What follows belongs to an exercise in optimizing a design on an open flow for small area and a short achievable clock period; a production flow would make more cautious choices.

==> exp/yarrow <==
==> flow/design.v <==
`timescale 1ns/100ps
module pfxCarry #(
  parameter int N  = 32,
  parameter bit KS = 1
) (
  input  logic [N-1:0] p,
  input  logic [N-1:0] g,
  output logic [N-1:0] c
);
  localparam int L = $clog2(N);
  logic [N-1:0] gg [0:L];
  logic [N-1:0] pp [0:L];
  always_comb begin
    gg[0] = g;
    pp[0] = p;
    for (int k = 0; k < L; k++) begin
      for (int i = 0; i < N; i++) begin
        int j;
        if (KS) j = i - (1 << k);
        else    j = ((i >> k) & 1) ? (((i >> k) << k) - 1) : -1;
        if (j >= 0) begin
          gg[k+1][i] = gg[k][i] | (pp[k][i] & gg[k][j]);
          pp[k+1][i] = pp[k][i] & pp[k][j];
        end else begin
          gg[k+1][i] = gg[k][i];
          pp[k+1][i] = pp[k][i];
        end
      end
    end
  end
  assign c = gg[L];
endmodule
module pfxAdd #(
  parameter int N  = 32,
  parameter bit KS = 1
) (
  input  logic [N-1:0] a,
  input  logic [N-1:0] b,
  output logic [N-1:0] s,
  output logic         co
);
  logic [N-1:0] p, c;
  assign p = a ^ b;
  pfxCarry #(.N(N), .KS(KS)) carry_i (.p (p), .g (a & b), .c (c));
  assign s  = p ^ {c[N-2:0], 1'b0};
  assign co = c[N-1];
endmodule
`timescale 1ns/100ps
module executeUnit (
  input  logic         Clk,
  input  logic         reset,
  input  logic [150:0] idExIn,
  output logic [106:0] exMemOut
);
  localparam bit KS_ALU = 0;
  localparam bit KS_BT  = 0;
  logic [4:0]  inCtrl;
  logic        regDst, aluSrc;
  logic [5:0]  aluOp, funct;
  logic [31:0] pcPlus4, rdA, rdB, imm;
  logic [4:0]  rt, rd, shamt;
  assign inCtrl  = idExIn[150:146];
  assign regDst  = idExIn[145];
  assign aluSrc  = idExIn[144];
  assign aluOp   = idExIn[143:138];
  assign pcPlus4 = idExIn[137:106];
  assign rdA     = idExIn[105:74];
  assign rdB     = idExIn[73:42];
  assign imm     = idExIn[41:10];
  assign rt      = idExIn[9:5];
  assign rd      = idExIn[4:0];
  assign funct   = imm[5:0];
  assign shamt   = imm[10:6];
  logic isR;
  logic dSub, dSlt, dAnd, dOr, dXor, dNor, dSll, dSrl, dShift, dLogic, dArith;
  assign isR    = (aluOp == 6'h00);
  assign dSlt   = (isR & (funct == 6'h2A)) | (aluOp == 6'h0A);
  assign dSub   = (isR & (funct == 6'h22)) | (aluOp == 6'h04) | dSlt;
  assign dAnd   = (isR & (funct == 6'h24)) | (aluOp == 6'h0C);
  assign dOr    = (isR & (funct == 6'h25)) | (aluOp == 6'h0D);
  assign dXor   =  isR & (funct == 6'h26);
  assign dNor   =  isR & (funct == 6'h27);
  assign dSll   =  isR & (funct == 6'h00);
  assign dSrl   =  isR & (funct == 6'h02);
  assign dShift = dSll | dSrl;
  assign dLogic = dAnd | dOr | dXor | dNor;
  assign dArith = ~(dSlt | dLogic | dShift);
  logic [31:0] opB, inP, inG, shIn, shPre;
  logic [3:0]  lutP, lutG;
  assign opB = aluSrc ? imm : rdB;
  always_comb begin
    if (dArith | dSlt) begin
      lutP = dSub ? 4'b1001 : 4'b0110;
      lutG = dSub ? 4'b0100 : 4'b1000;
    end else begin
      lutP = {dAnd | dOr, dOr | dXor, dOr | dXor, dNor};
      lutG = 4'b0000;
    end
  end
  always_comb for (int i = 0; i < 32; i++) shIn[i] = dSll ? opB[31-i] : opB[i];
  assign shPre = shamt[4] ? {16'd0, shIn[31:16]} : shIn;
  always_comb
    for (int i = 0; i < 32; i++) begin
      inP[i] = lutP[{rdA[i], opB[i]}] | (dShift & shPre[i]);
      inG[i] = lutG[{rdA[i], opB[i]}];
    end
  logic [14:0] btLo, btHi0;
  logic        btLoCo, btHiCo;
  pfxAdd #(.N(15), .KS(KS_BT)) btLoAdd_i (.a (pcPlus4[16:2]),  .b (imm[14:0]),  .s (btLo),  .co (btLoCo));
  pfxAdd #(.N(15), .KS(KS_BT)) btHiAdd_i (.a (pcPlus4[31:17]), .b (imm[29:15]), .s (btHi0), .co (btHiCo));
  logic        killQ;                  
  logic [4:0]  ctrlQ, wrQ;
  logic [31:0] rd2Q, pQ, gQ;
  logic        cinQ;
  logic        sumQ, sltQ, srlQ, sllQ;
  logic [3:0]  shamtQ;
  logic [14:0] btLoQ, btHi0Q;
  logic [1:0]  btPcQ;
  logic        btCQ;
  always_ff @(posedge Clk) begin
    killQ  <= reset;
    ctrlQ  <= inCtrl;
    wrQ    <= regDst ? rd : rt;
    rd2Q   <= rdB;
    pQ     <= inP;
    gQ     <= {inG[31:1], inG[0] | (inP[0] & dSub)};
    cinQ   <= dSub;
    sumQ   <= dArith | dLogic;
    sltQ   <= dSlt;
    srlQ   <= dSrl;
    sllQ   <= dSll;
    shamtQ <= shamt[3:0];
    btPcQ  <= pcPlus4[1:0];
    btLoQ  <= btLo;
    btHi0Q <= btHi0;
    btCQ   <= btLoCo;
  end
  logic [31:0] carry, sum, sh, shRev;
  logic        lt, zAdd, zSh, zero;
  logic [31:0] aluRes;
  pfxCarry #(.N(32), .KS(KS_ALU)) aluCarry_i (.p (pQ), .g (gQ), .c (carry));
  assign sum = pQ ^ {carry[30:0], cinQ};
  assign sh = pQ >> shamtQ;
  always_comb for (int i = 0; i < 32; i++) shRev[i] = sh[31-i];
  assign lt = pQ[31] ? sum[31] : gQ[31];
  logic [31:0] kin;
  assign kin  = {pQ[30:0] | gQ[30:0], cinQ};
  assign zAdd = (pQ == kin);
  logic [15:0] keep;
  always_comb for (int k = 0; k < 16; k++) keep[k] = (k >= shamtQ);
  assign zSh  = ~|pQ[31:16] & ~|(pQ[15:0] & keep);
  assign aluRes = ({32{sumQ}} & sum) | ({32{srlQ}} & sh) | ({32{sllQ}} & shRev) |
                  {31'd0, sltQ & lt};
  assign zero   = (sumQ & zAdd) | (sltQ & ~lt) | ((srlQ | sllQ) & zSh);
  logic [14:0] btHi;
  assign btHi = btHi0Q + {14'd0, btCQ};
  logic clr;
  assign clr = reset | killQ;
  always_ff @(posedge Clk) begin
    exMemOut[106:102] <= clr ? 5'd0 : ctrlQ;
    exMemOut[101:70]  <= clr ? 32'd0 : {btHi, btLoQ, btPcQ};
    exMemOut[69]      <= ~reset & (killQ | zero);
    exMemOut[68:37]   <= clr ? 32'd0 : aluRes;
    exMemOut[36:5]    <= clr ? 32'd0 : rd2Q;
    exMemOut[4:0]     <= clr ? 5'd0 : wrQ;
  end
endmodule
==> flow/flow/run.sh <==
#!/bin/bash
# Own layout flow: the standard ORFS flow with these changes.
#  * ABC maps for delay (dch; map -D) instead of ORFS's area-recovering script.
#  * Yosys does not extract full/half adder cells, so ABC sees the whole
#    carry logic (ADDER_MAP_FILE empty).
#  * Clock tree from clkbuf_8 cells, without dummy loads.
#  * Port buffers: buf_2 on outputs (before global placement), buf_1 on
#    inputs (right after it), instead of clkdlybuf4s50_1 delay cells.
# The synthesis itself is otherwise ORFS's (synth_recipe.tcl), so the registers
# and their names are the standard synthesis's.
set -euo pipefail
W=$PWD
rm -rf "$W/scripts_own"
cp -r "$FLOW_HOME/scripts" "$W/scripts_own"
cp "$W/flow/abc_speed.script" "$W/scripts_own/abc_speed.script"
export SCRIPTS_DIR="$W/scripts_own"
export ADDER_MAP_FILE=
export BUFFER_PORTS_ARGS="-outputs -buffer_cell sky130_fd_sc_hd__buf_2"
export POST_GLOBAL_PLACE_TCL="$W/flow/post_gpl.tcl"
export CTS_ARGS="-sink_clustering_enable -repair_clock_nets -buf_list sky130_fd_sc_hd__clkbuf_8 -dont_use_dummy_load"
bash standard.sh synth > "$W/own_synth.log" 2>&1
bash standard.sh > "$W/own_layout.log" 2>&1
==> flow/flow/abc_speed.script <==
strash
dch
map -D 800
buffer -p
upsize -D 800
dnsize -D 800
stime -p
==> flow/flow/post_gpl.tcl <==
# Input ports get the smallest buffer; the output ports were buffered with
# buf_2 before global placement (they drive the 10 fF output load).
buffer_ports -inputs -buffer_cell sky130_fd_sc_hd__buf_1
estimate_parasitics -placement
==> flow/standard.sh <==
#!/bin/bash
# synth_recipe.tcl (not shown) runs the flow's synth.tcl, then flattens the netlist and writes it again
# the make line also repeats each setting of config.mk as NAME=value (left out here)
make -C /OpenROAD-flow-scripts/flow DESIGN_CONFIG=/design/flow/config.mk WORK_HOME=/design/flow/orfs CLKGATE_MAP_FILE= SYNTH_SCRIPT=/design/flow/synth_recipe.tcl "${@:-finish}"
==> flow/config.mk <==
export PLATFORM = sky130hd
export DESIGN_NAME = executeUnit
export DESIGN_NICKNAME = executeUnit
export VERILOG_FILES = /design/flow/design.v
export SDC_FILE = /design/flow/constraint.sdc
export NUM_CORES = 4
export LEC_CHECK = 0
export CAP_MARGIN = 20
export CORE_MARGIN = 2
export CORE_UTILIZATION = 40
export SETUP_SLACK_MARGIN = 2.8
export SLEW_MARGIN = 20
==> flow/constraint.sdc <==
create_clock -name core_clock -period 5.0 [get_ports {Clk}]
set_input_delay 1.0000 -clock core_clock [delete_from_list [all_inputs] [get_ports {Clk}]]
set_output_delay 1.0000 -clock core_clock [all_outputs]
set_load 0.01 [all_outputs]
==> inputs of exp/onyx, as changes to exp/yarrow <==
==> flow/design.v, changed modules only <==
module pfxCarry #(
  parameter int N = 32
) (
  input  logic [N-1:0] p,
  input  logic [N-1:0] g,
  output logic [N-1:0] c
);
  localparam int L = $clog2(N);
  logic [N-1:0] gg [0:L];
  logic [N-1:0] pp [0:L];
  always_comb begin
    gg[0] = g;
    pp[0] = p;
    for (int k = 0; k < L; k++) begin
      for (int i = 0; i < N; i++) begin
        if (i >= (1 << k)) begin
          gg[k+1][i] = gg[k][i] | (pp[k][i] & gg[k][i - (1 << k)]);
          pp[k+1][i] = pp[k][i] & pp[k][i - (1 << k)];
        end else begin
          gg[k+1][i] = gg[k][i];
          pp[k+1][i] = pp[k][i];
        end
      end
    end
  end
  assign c = gg[L];
endmodule
module pfxAdd #(
  parameter int N = 32
) (
  input  logic [N-1:0] a,
  input  logic [N-1:0] b,
  output logic [N-1:0] s,
  output logic         co
);
  logic [N-1:0] p, c;
  assign p = a ^ b;
  pfxCarry #(.N(N)) carry_i (.p (p), .g (a & b), .c (c));
  assign s  = p ^ {c[N-2:0], 1'b0};
  assign co = c[N-1];
endmodule
module executeUnit (
  input  logic         Clk,
  input  logic         reset,
  input  logic [150:0] idExIn,
  output logic [106:0] exMemOut
);
  logic [4:0]  inCtrl;
  logic        regDst, aluSrc;
  logic [5:0]  aluOp, funct;
  logic [31:0] pcPlus4, rdA, rdB, imm;
  logic [4:0]  rt, rd, shamt;
  assign inCtrl  = idExIn[150:146];
  assign regDst  = idExIn[145];
  assign aluSrc  = idExIn[144];
  assign aluOp   = idExIn[143:138];
  assign pcPlus4 = idExIn[137:106];
  assign rdA     = idExIn[105:74];
  assign rdB     = idExIn[73:42];
  assign imm     = idExIn[41:10];
  assign rt      = idExIn[9:5];
  assign rd      = idExIn[4:0];
  assign funct   = imm[5:0];
  assign shamt   = imm[10:6];
  logic isR;
  logic dSub, dSlt, dAnd, dOr, dXor, dNor, dSll, dSrl, dShift, dArith;
  assign isR    = (aluOp == 6'h00);
  assign dSlt   = (isR & (funct == 6'h2A)) | (aluOp == 6'h0A);
  assign dSub   = (isR & (funct == 6'h22)) | (aluOp == 6'h04) | dSlt;
  assign dAnd   = (isR & (funct == 6'h24)) | (aluOp == 6'h0C);
  assign dOr    = (isR & (funct == 6'h25)) | (aluOp == 6'h0D);
  assign dXor   =  isR & (funct == 6'h26);
  assign dNor   =  isR & (funct == 6'h27);
  assign dSll   =  isR & (funct == 6'h00);
  assign dSrl   =  isR & (funct == 6'h02);
  assign dShift = dSll | dSrl;
  assign dArith = ~(dSlt | dAnd | dOr | dXor | dNor | dShift);
  logic [31:0] opB, opBx, inP, inG, shIn, shPre;
  assign opB  = aluSrc ? imm : rdB;
  assign opBx = opB ^ {32{dSub}};
  always_comb for (int i = 0; i < 32; i++) shIn[i] = dSll ? opB[31-i] : opB[i];
  assign shPre = shamt[4] ? {16'd0, shIn[31:16]} : shIn;
  assign inP = dShift ? shPre : (rdA ^ opBx);
  assign inG = dShift ? 32'd0 : (rdA & opBx);
  logic [14:0] btLo, btHi0;
  logic        btLoCo, btHiCo;
  pfxAdd #(.N(15)) btLoAdd_i (.a (pcPlus4[16:2]),  .b (imm[14:0]),  .s (btLo),  .co (btLoCo));
  pfxAdd #(.N(15)) btHiAdd_i (.a (pcPlus4[31:17]), .b (imm[29:15]), .s (btHi0), .co (btHiCo));
  logic        killQ;                  
  logic [4:0]  ctrlQ, wrQ;
  logic [31:0] rd2Q, pQ, gQ;
  logic        cinQ;
  logic        sumQ, sltQ, shiftQ, sllQ;
  logic [2:0]  lutQ;                   
  logic [3:0]  shamtQ;
  logic [14:0] btLoQ, btHi0Q;
  logic [1:0]  btPcQ;
  logic        btCQ;
  always_ff @(posedge Clk) begin
    killQ  <= reset;
    ctrlQ  <= inCtrl;
    wrQ    <= regDst ? rd : rt;
    rd2Q   <= rdB;
    pQ     <= inP;
    gQ     <= {inG[31:1], inG[0] | (inP[0] & dSub)};
    cinQ   <= dSub;
    sumQ   <= dArith;
    sltQ   <= dSlt;
    shiftQ <= dShift;
    sllQ   <= dSll;
    lutQ   <= {dAnd | dOr, dOr | dXor, dNor};
    shamtQ <= shamt[3:0];
    btPcQ  <= pcPlus4[1:0];
    btLoQ  <= btLo;
    btHi0Q <= btHi0;
    btCQ   <= btLoCo;
  end
  logic [31:0] carry, sum, lres, sh, shres, other;
  logic        lt, zAdd, zOther, zero;
  logic [31:0] aluRes;
  pfxCarry #(.N(32)) aluCarry_i (.p (pQ), .g (gQ), .c (carry));
  assign sum = pQ ^ {carry[30:0], cinQ};
  always_comb
    for (int i = 0; i < 32; i++)
      lres[i] = gQ[i] ? lutQ[2] : (pQ[i] ? lutQ[1] : lutQ[0]);
  assign sh = pQ >> shamtQ;
  always_comb for (int i = 0; i < 32; i++) shres[i] = sllQ ? sh[31-i] : sh[i];
  assign other = shiftQ ? shres : lres;
  assign lt = pQ[31] ? sum[31] : gQ[31];
  logic [31:0] kin;
  assign kin  = {pQ[30:0] | gQ[30:0], cinQ};
  assign zAdd = (pQ == kin);
  assign zOther = (other == 32'd0);
  always_comb begin
    if (sumQ) begin
      aluRes = sum;
      zero   = zAdd;
    end else if (sltQ) begin
      aluRes = {31'd0, lt};
      zero   = ~lt;
    end else begin
      aluRes = other;
      zero   = zOther;
    end
  end
  logic [14:0] btHi;
  assign btHi = btHi0Q + {14'd0, btCQ};
  logic clr;
  assign clr = reset | killQ;
  always_ff @(posedge Clk) begin
    exMemOut[106:102] <= clr ? 5'd0 : ctrlQ;
    exMemOut[101:70]  <= clr ? 32'd0 : {btHi, btLoQ, btPcQ};
    exMemOut[69]      <= ~reset & (killQ | zero);
    exMemOut[68:37]   <= clr ? 32'd0 : aluRes;
    exMemOut[36:5]    <= clr ? 32'd0 : rd2Q;
    exMemOut[4:0]     <= clr ? 5'd0 : wrQ;
  end
endmodule
==> flow/flow/run.sh (replaced) <==
#!/bin/bash
# Own layout flow: the standard ORFS flow with three changes.
#  * ABC maps for delay (dch; map -D) instead of ORFS's area-recovering script.
#  * Yosys does not extract full/half adder cells, so ABC sees the whole
#    carry logic (ADDER_MAP_FILE empty).
#  * Port buffers are buf_2 cells instead of clkdlybuf4s50_1 delay cells.
# The synthesis itself is otherwise ORFS's (synth_recipe.tcl), so the registers
# and their names are the standard synthesis's.
set -euo pipefail
W=$PWD
rm -rf "$W/scripts_own"
cp -r "$FLOW_HOME/scripts" "$W/scripts_own"
cp "$W/flow/abc_speed.script" "$W/scripts_own/abc_speed.script"
export SCRIPTS_DIR="$W/scripts_own"
export ADDER_MAP_FILE=
export BUFFER_PORTS_ARGS="-buffer_cell sky130_fd_sc_hd__buf_2"
bash standard.sh synth > "$W/own_synth.log" 2>&1
bash standard.sh > "$W/own_layout.log" 2>&1
Settings changed: SETUP_SLACK_MARGIN 2.8 to 2.6.
removed: flow/flow/post_gpl.tcl
==> inputs of exp/pepper, as changes to exp/yarrow <==
==> flow/design.v, changed modules only <==
module executeUnit (
  input  logic         Clk,
  input  logic         reset,
  input  logic [150:0] idExIn,
  output logic [106:0] exMemOut
);
  localparam bit KS_ALU = 1;
  localparam bit KS_BT  = 0;
  logic [4:0]  inCtrl;
  logic        regDst, aluSrc;
  logic [5:0]  aluOp, funct;
  logic [31:0] pcPlus4, rdA, rdB, imm;
  logic [4:0]  rt, rd, shamt;
  assign inCtrl  = idExIn[150:146];
  assign regDst  = idExIn[145];
  assign aluSrc  = idExIn[144];
  assign aluOp   = idExIn[143:138];
  assign pcPlus4 = idExIn[137:106];
  assign rdA     = idExIn[105:74];
  assign rdB     = idExIn[73:42];
  assign imm     = idExIn[41:10];
  assign rt      = idExIn[9:5];
  assign rd      = idExIn[4:0];
  assign funct   = imm[5:0];
  assign shamt   = imm[10:6];
  logic isR;
  logic dSub, dSlt, dAnd, dOr, dXor, dNor, dSll, dSrl, dShift, dLogic, dArith;
  assign isR    = (aluOp == 6'h00);
  assign dSlt   = (isR & (funct == 6'h2A)) | (aluOp == 6'h0A);
  assign dSub   = (isR & (funct == 6'h22)) | (aluOp == 6'h04) | dSlt;
  assign dAnd   = (isR & (funct == 6'h24)) | (aluOp == 6'h0C);
  assign dOr    = (isR & (funct == 6'h25)) | (aluOp == 6'h0D);
  assign dXor   =  isR & (funct == 6'h26);
  assign dNor   =  isR & (funct == 6'h27);
  assign dSll   =  isR & (funct == 6'h00);
  assign dSrl   =  isR & (funct == 6'h02);
  assign dShift = dSll | dSrl;
  assign dLogic = dAnd | dOr | dXor | dNor;
  assign dArith = ~(dSlt | dLogic | dShift);
  logic [31:0] opB, t, gAdd, gSub, inP, inG, shIn, shPre;
  assign opB  = aluSrc ? imm : rdB;
  assign t    = rdA ^ opB;
  assign gAdd = rdA & opB;
  assign gSub = rdA & ~opB;
  always_comb for (int i = 0; i < 32; i++) shIn[i] = dSll ? opB[31-i] : opB[i];
  assign shPre = shamt[4] ? {16'd0, shIn[31:16]} : shIn;
  assign inP = dShift ? shPre : (dSub ? ~t : t);
  assign inG = dSub ? gSub : gAdd;
  logic [14:0] btLo, btHi0;
  logic        btLoCo, btHiCo;
  pfxAdd #(.N(15), .KS(KS_BT)) btLoAdd_i (.a (pcPlus4[16:2]),  .b (imm[14:0]),  .s (btLo),  .co (btLoCo));
  pfxAdd #(.N(15), .KS(KS_BT)) btHiAdd_i (.a (pcPlus4[31:17]), .b (imm[29:15]), .s (btHi0), .co (btHiCo));
  logic        killQ;                  
  logic [4:0]  ctrlQ, wrQ;
  logic [31:0] rd2Q, pQ, gQ;
  logic        cinQ;
  logic        sumQ, sltQ, srlQ, sllQ, logicQ;
  logic [2:0]  lutQ;                   
  logic [3:0]  shamtQ;
  logic [14:0] btLoQ, btHi0Q;
  logic [1:0]  btPcQ;
  logic        btCQ;
  always_ff @(posedge Clk) begin
    killQ  <= reset;
    ctrlQ  <= inCtrl;
    wrQ    <= regDst ? rd : rt;
    rd2Q   <= rdB;
    pQ     <= inP;
    gQ     <= {inG[31:1], inG[0] | (inP[0] & dSub)};
    cinQ   <= dSub;
    sumQ   <= dArith;
    sltQ   <= dSlt;
    srlQ   <= dSrl;
    sllQ   <= dSll;
    logicQ <= dLogic;
    lutQ   <= {dAnd | dOr, dOr | dXor, dNor};
    shamtQ <= shamt[3:0];
    btPcQ  <= pcPlus4[1:0];
    btLoQ  <= btLo;
    btHi0Q <= btHi0;
    btCQ   <= btLoCo;
  end
  logic [31:0] carry, sum, lres, sh, shRev;
  logic        lt, zAdd, zSh, zL, zero;
  logic [31:0] aluRes;
  pfxCarry #(.N(32), .KS(KS_ALU)) aluCarry_i (.p (pQ), .g (gQ), .c (carry));
  assign sum = pQ ^ {carry[30:0], cinQ};
  always_comb
    for (int i = 0; i < 32; i++)
      lres[i] = gQ[i] ? lutQ[2] : (pQ[i] ? lutQ[1] : lutQ[0]);
  assign sh = pQ >> shamtQ;
  always_comb for (int i = 0; i < 32; i++) shRev[i] = sh[31-i];
  assign lt = pQ[31] ? sum[31] : gQ[31];
  logic [31:0] kin;
  assign kin  = {pQ[30:0] | gQ[30:0], cinQ};
  assign zAdd = (pQ == kin);
  logic [15:0] keep;
  always_comb for (int k = 0; k < 16; k++) keep[k] = (k >= shamtQ);
  assign zSh  = ~|pQ[31:16] & ~|(pQ[15:0] & keep);
  assign zL   = (lres == 32'd0);
  assign aluRes = ({32{sumQ}} & sum) | ({32{srlQ}} & sh) | ({32{sllQ}} & shRev) |
                  lres | {31'd0, sltQ & lt};
  assign zero   = (sumQ & zAdd) | (sltQ & ~lt) | ((srlQ | sllQ) & zSh) | (logicQ & zL);
  logic [14:0] btHi;
  assign btHi = btHi0Q + {14'd0, btCQ};
  logic clr;
  assign clr = reset | killQ;
  always_ff @(posedge Clk) begin
    exMemOut[106:102] <= clr ? 5'd0 : ctrlQ;
    exMemOut[101:70]  <= clr ? 32'd0 : {btHi, btLoQ, btPcQ};
    exMemOut[69]      <= ~reset & (killQ | zero);
    exMemOut[68:37]   <= clr ? 32'd0 : aluRes;
    exMemOut[36:5]    <= clr ? 32'd0 : rd2Q;
    exMemOut[4:0]     <= clr ? 5'd0 : wrQ;
  end
endmodule
==> flow/flow/run.sh (replaced) <==
#!/bin/bash
# Own layout flow: the standard ORFS flow with three changes.
#  * ABC maps for delay (dch; map -D) instead of ORFS's area-recovering script.
#  * Yosys does not extract full/half adder cells, so ABC sees the whole
#    carry logic (ADDER_MAP_FILE empty).
#  * Port buffers are buf_2 cells instead of clkdlybuf4s50_1 delay cells.
# The synthesis itself is otherwise ORFS's (synth_recipe.tcl), so the registers
# and their names are the standard synthesis's.
set -euo pipefail
W=$PWD
rm -rf "$W/scripts_own"
cp -r "$FLOW_HOME/scripts" "$W/scripts_own"
cp "$W/flow/abc_speed.script" "$W/scripts_own/abc_speed.script"
export SCRIPTS_DIR="$W/scripts_own"
export ADDER_MAP_FILE=
export BUFFER_PORTS_ARGS="-buffer_cell sky130_fd_sc_hd__buf_2"
bash standard.sh synth > "$W/own_synth.log" 2>&1
bash standard.sh > "$W/own_layout.log" 2>&1
Settings changed: SETUP_SLACK_MARGIN 2.8 to 2.6.
removed: flow/flow/post_gpl.tcl
==> results.json <==
{
  "status": "finished clean",
  "cts_num_sinks": 256,
  "internal_power_uw": 3450,
  "crit_type": "primary input to register",
  "seqCellArea_um2": 5170,
  "h-tree-depth": 2,
  "n_tap_cell": 448,
  "grt_start_max_net_pins": 63,
  "p_leak_uw": 0.00789,
  "ir_drop_uv": 242,
  "r2r-start": "pQ[9]",
  "cp.required_ns": 5.53,
  "syn_area_um2": 13700
}
Source of the figures above: exp/yarrow

==> results.json <==
{
  "status": "finished clean",
  "ir_drop_uv": 273,
  "internal_power_uw": 3900,
  "cp.required_ns": 5.49,
  "syn_area_um2": 14700,
  "crit_type": "register to register",
  "r2r-start": "shiftQ",
  "h-tree-depth": 1
}
Source of the figures above: exp/onyx

==> results.json <==
{
  "status": "finished clean",
  "seqCellArea_um2": 5240,
  "syn_area_um2": 15700,
  "p_leak_uw": 0.00903,
  "crit_type": "register to register",
  "grt_start_max_net_pins": 57,
  "ir_drop_uv": 252,
  "cts_num_sinks": 260,
  "h-tree-depth": 1,
  "r2r-start": "lutQ[1]"
}
Source of the figures above: exp/pepper

Function was not checked in any run of this note: the RTL went through the layout flow alone.

==> re-timing with driven ports <==
In the flow no input, the clock included, has a driving cell. The finished layouts below were timed again as built, in two steps.
Step 1 sets driving cells, clkbuf_16 on the clock port and buf_2 on the other inputs (assumed; they add their load-dependent delay and slew).
Step 2 times the ports against the registers' clock, not the clock port: input delays grow and output delays shrink by t, the midpoint of the rising clock arrivals with the driver on.
a / b / c = ideal / step 1 / step 2; a / b = the first two.
run	t (ns)	slack for setup (ns)	hold WS [ns]	worst setup path after step 2	latest minus earliest clock arrival (ns)
exp/yarrow	0.607	2.668 / 2.692 / 2.084	0.396 / 0.396 / 0.396	input to register	0.064 / 0.065
exp/onyx	0.595	2.512 / 2.512 / 2.060	0.383 / 0.383 / 0.383	input to register	0.028 / 0.028
exp/pepper	0.633	2.554 / 2.554 / 2.035	0.398 / 0.398 / 0.398	input to register	0.022 / 0.022
After both steps every run listed still meets setup and hold. For exp/yarrow, which loses most, drivers alone change the setup slack by +0.024 ns; drivers and shift together by -0.584 ns.
